This design comes from an exercise in tuning for small area on the open sky130 flow, not from production work.
Where RTL was checked, it was by simulation tests only, not by an equivalence proof against the original.
The clock input has no modelled driver; a real chip could not lean on it and would need a root buffer or a full tree.
Power figures rest on the tool's default switching activity, not on a simulated workload.

==> flow/design.v (excerpt) <==
module cube_raster
#(
    parameter int NUM_LANES       = 10,
    parameter int WORDS_PER_FRAME = 3,
    parameter int BIT_PERIOD      = 20,
    parameter int ONE_HIGH        = 13,
    parameter int ZERO_HIGH       = 6
) (
    input  logic                   clk,
    input  logic                   reset,
    input  logic                   enable_i,
    input  logic                   ack_i,
    input  logic                   pix_valid_i,
    output logic                   pix_ready_o,
    input  cube_pkg::color_t [NUM_LANES-1:0] pix_color_i,    
    input  cube_pkg::dim_t pix_dim_i,
    output logic                   finished_o,
    output logic [NUM_LANES-1:0]   sout_o
);
    logic st_mult, st_send;
    logic idle, active, xfer;
    logic q_last, q_end, w_zero, word_done;
    logic [4:0] q;                                   
    logic [2:0] w;                                   
    logic [1:0] word_cnt;
    logic       last_word;
    logic [7:0] dim_q;
    logic [7:0] ring_q [NUM_LANES];                  
    logic       ring_flip;
    logic [7:0] ring_col;                            
    logic       ring_hold;                           
    logic       ready_next;
    logic [NUM_LANES-1:0] bit_q;                     
    logic [7:0]  prod_top;                          
    logic       prod_bit;
    logic       prod_bit_q;                          
    assign idle      = ~(pix_ready_o | st_mult | st_send | finished_o);
    assign active    = st_mult | st_send;
    assign xfer      = pix_ready_o & pix_valid_i;
    assign q_last    = (q == 5'd19);
    assign q_end     = (q == 5'd2);
  ...
==> flow/config.mk <==
export PLATFORM = sky130hd
export DESIGN_NAME = cube_raster
export DESIGN_NICKNAME = cube_raster
export VERILOG_FILES = /design/flow/design.v
export SDC_FILE = /design/flow/constraint.sdc
export NUM_CORES = 4
export LEC_CHECK = 0
export CAP_MARGIN = 20
export CORE_MARGIN = 2
export CORE_UTILIZATION = 40
export SLEW_MARGIN = 20
export SYNTH_HIERARCHICAL = 1
==> flow/constraint.sdc <==
create_clock -name core_clock -period 5.0 [get_ports {clk}]
set_input_delay 1.0000 -clock core_clock [delete_from_list [all_inputs] [get_ports {clk}]]
set_output_delay 1.0000 -clock core_clock [all_outputs]
set_load 0.01 [all_outputs]
standard.sh (not shown) runs the stock make flow with config.mk's settings and CLKGATE_MAP_FILE= SYNTH_SCRIPT=/design/flow/synth_recipe.tcl, a recipe that flattens the netlist after the stock synthesis.
==> flow/flow/run.sh <==
#!/bin/bash
# Layout flow: the standard flow (standard.sh) with two changes:
#  - port buffers are the smallest buffer, sky130_fd_sc_hd__buf_1
#  - the clock tree is built by flow/manual_cts.tcl (ORFS's PRE_CTS_TCL hook):
#    four clkbuf_16, each driving a quarter of the flip-flops, fed straight
#    from the clock port; ORFS's own clock tree synthesis is skipped
# The make output goes to standard.log here; ORFS keeps each step's log too.
set -euo pipefail
export BUFFER_PORTS_ARGS="-buffer_cell sky130_fd_sc_hd__buf_1"
export PRE_CTS_TCL="$PWD/flow/manual_cts.tcl"
export MCTS_LEAVES=4
export MCTS_ROOTS=0
export MCTS_LEAF_BUF=sky130_fd_sc_hd__clkbuf_16
bash standard.sh > standard.log 2>&1
Other scripts of this flow, unchanged in this note and not shown: flow/flow/manual_cts.tcl
The first run produced a layout that fails on negative setup slack.
Next try:
--- a/flow/design.v
+++ b/flow/design.v
@@ -123,24 +123,24 @@
                 w <= w + 1'b1;
             end
         end
     end
     always_ff @(posedge clk) begin
         if (pix_ready_o) begin
             dim_q <= pix_dim_i;
         end
     end
-    assign ring_flip = pix_ready_o | (st_mult & ~q[0]);
+    assign ring_flip = (st_mult & ~q[0]) | (st_send & w_zero & (q == 5'd4));
     for (genvar p = 0; p < NUM_LANES; p++) begin : g_ring
         if (p == 0) begin : g_first
             always_ff @(posedge clk) begin
                 ring_q[p] <= ~((pix_color_i[(14 - p) % 10] | {8{ring_hold}}) &
-                               (ring_q[(p + 1) % NUM_LANES] | {8{pix_ready_o}})) ^ {8{ring_flip}};
+                               ((ring_q[(p + 1) % NUM_LANES] ^ {8{ring_flip}}) | {8{pix_ready_o}}));
             end
         end else begin : g_rest
             always_ff @(posedge clk) begin
                 ring_q[p] <= ~((pix_color_i[(14 - p) % 10] | {8{ring_hold}}) &
                                (ring_q[(p + 1) % NUM_LANES] | {8{pix_ready_o}}));
             end
         end
     end
     assign ring_col = ring_q[0];
@@ -257,26 +257,26 @@
     fa_cell u_fa72 (.a(s25), .b(c48), .c(s49), .s(s71), .co(c72));
     fa_cell u_fa74 (.a(s29), .b(c50), .c(s51), .s(s73), .co(c74));
     fa_cell u_fa76 (.a(s33), .b(c52), .c(s53), .s(s75), .co(c76));
     fa_cell u_fa78 (.a(s37), .b(c54), .c(s55), .s(s77), .co(c78));
     fa_cell u_fa80 (.a(s39), .b(c56), .c(s57), .s(s79), .co(c80));
     fa_cell u_fa82 (.a(c40), .b(c58), .c(s59), .s(s81), .co(c82));
     fa_cell u_fa84 (.a(pp_6_7), .b(pp_7_6), .c(c60), .s(s83), .co(c84));
     assign row_a = {1'b0, pp_7_7, c82, c80, c78, c76, c74, c72, c70, c68, c66, c64, c62, pp_2_0, pp_0_1, pp_0_0};
     assign row_b = {1'b0, c84, s83, s81, s79, s77, s75, s73, s71, s69, s67, s65, s63, s61, pp_1_0, 1'b0};
-    logic [16:0] cy;
+    logic [8:0] cy;
+    logic [7:0] hi_sum;
     assign cy[0] = 1'b0;
     assign cy[1] = (row_a[0] & row_b[0]) | (row_a[0] & cy[0]) | (row_b[0] & cy[0]);
     assign cy[2] = (row_a[1] & row_b[1]) | (row_a[1] & cy[1]) | (row_b[1] & cy[1]);
     assign cy[3] = (row_a[2] & row_b[2]) | (row_a[2] & cy[2]) | (row_b[2] & cy[2]);
     assign cy[4] = (row_a[3] & row_b[3]) | (row_a[3] & cy[3]) | (row_b[3] & cy[3]);
     assign cy[5] = (row_a[4] & row_b[4]) | (row_a[4] & cy[4]) | (row_b[4] & cy[4]);
     assign cy[6] = (row_a[5] & row_b[5]) | (row_a[5] & cy[5]) | (row_b[5] & cy[5]);
     assign cy[7] = (row_a[6] & row_b[6]) | (row_a[6] & cy[6]) | (row_b[6] & cy[6]);
     assign cy[8] = (row_a[7] & row_b[7]) | (row_a[7] & cy[7]) | (row_b[7] & cy[7]);
     assign prod_full[7:0] = '0;
-    fa_cell u_fin8 (.a(row_a[8]), .b(row_b[8]), .c(cy[8]), .s(prod_full[8]), .co(cy[9]));
-    fa_cell u_fin9 (.a(row_a[9]), .b(row_b[9]), .c(cy[9]), .s(prod_full[9]), .co(cy[10]));
-    assign prod_full[15:10] = row_a[15:10] + row_b[15:10] + {5'b0, cy[10]};
+    assign hi_sum = row_a[15:8] + row_b[15:8] + {7'b0, cy[8]};
+    assign prod_full[15:8] = hi_sum;
     assign prod_top = prod_full[15:8];
     assign prod_bit = prod_top[3'd7 - w];
 endmodule
=>
- This time the run ran to the end with no violations
- worst hold slack is better by 13 ps
- via count drops by about 6%
- worst setup slack is better by 600 ps
- area after synthesis drops by 0.90%
- power drops by 6.9%
- clock power drops by about 4%
Function not checked in the first run of this note: the RTL went through the layout flow alone. In every run of this note, the design's own scripts or RTL, not TritonCTS, make the clock network.

==> static timing again, ports no longer ideal <==
Ports are ideal in the flow. The routed layouts listed here were re-timed in OpenROAD.
Step 1 sets driving cells, clkbuf_16 on the clock port and buf_2 on the other inputs (assumed; they add their load-dependent delay and slew).
Step 2 also shifts input and output timing later by t, the mid clock arrival at the registers, as if the neighbouring blocks saw the same clock.
a / b / c = ideal / step 1 / step 2; a / b = the first two.
run | t (ns) | setup slack, ns | worst setup path after step 2 | worst register clock-pin slew, ns | worst data-port slew with drivers (ns)
the first run | 0.246 | -0.206 / -0.206 / -0.206 | register to register | 0.12 / 0.12 | 0.09
the second run | 0.241 | 0.394 / 0.394 / 0.394 | register to register | 0.11 / 0.11 | 0.07
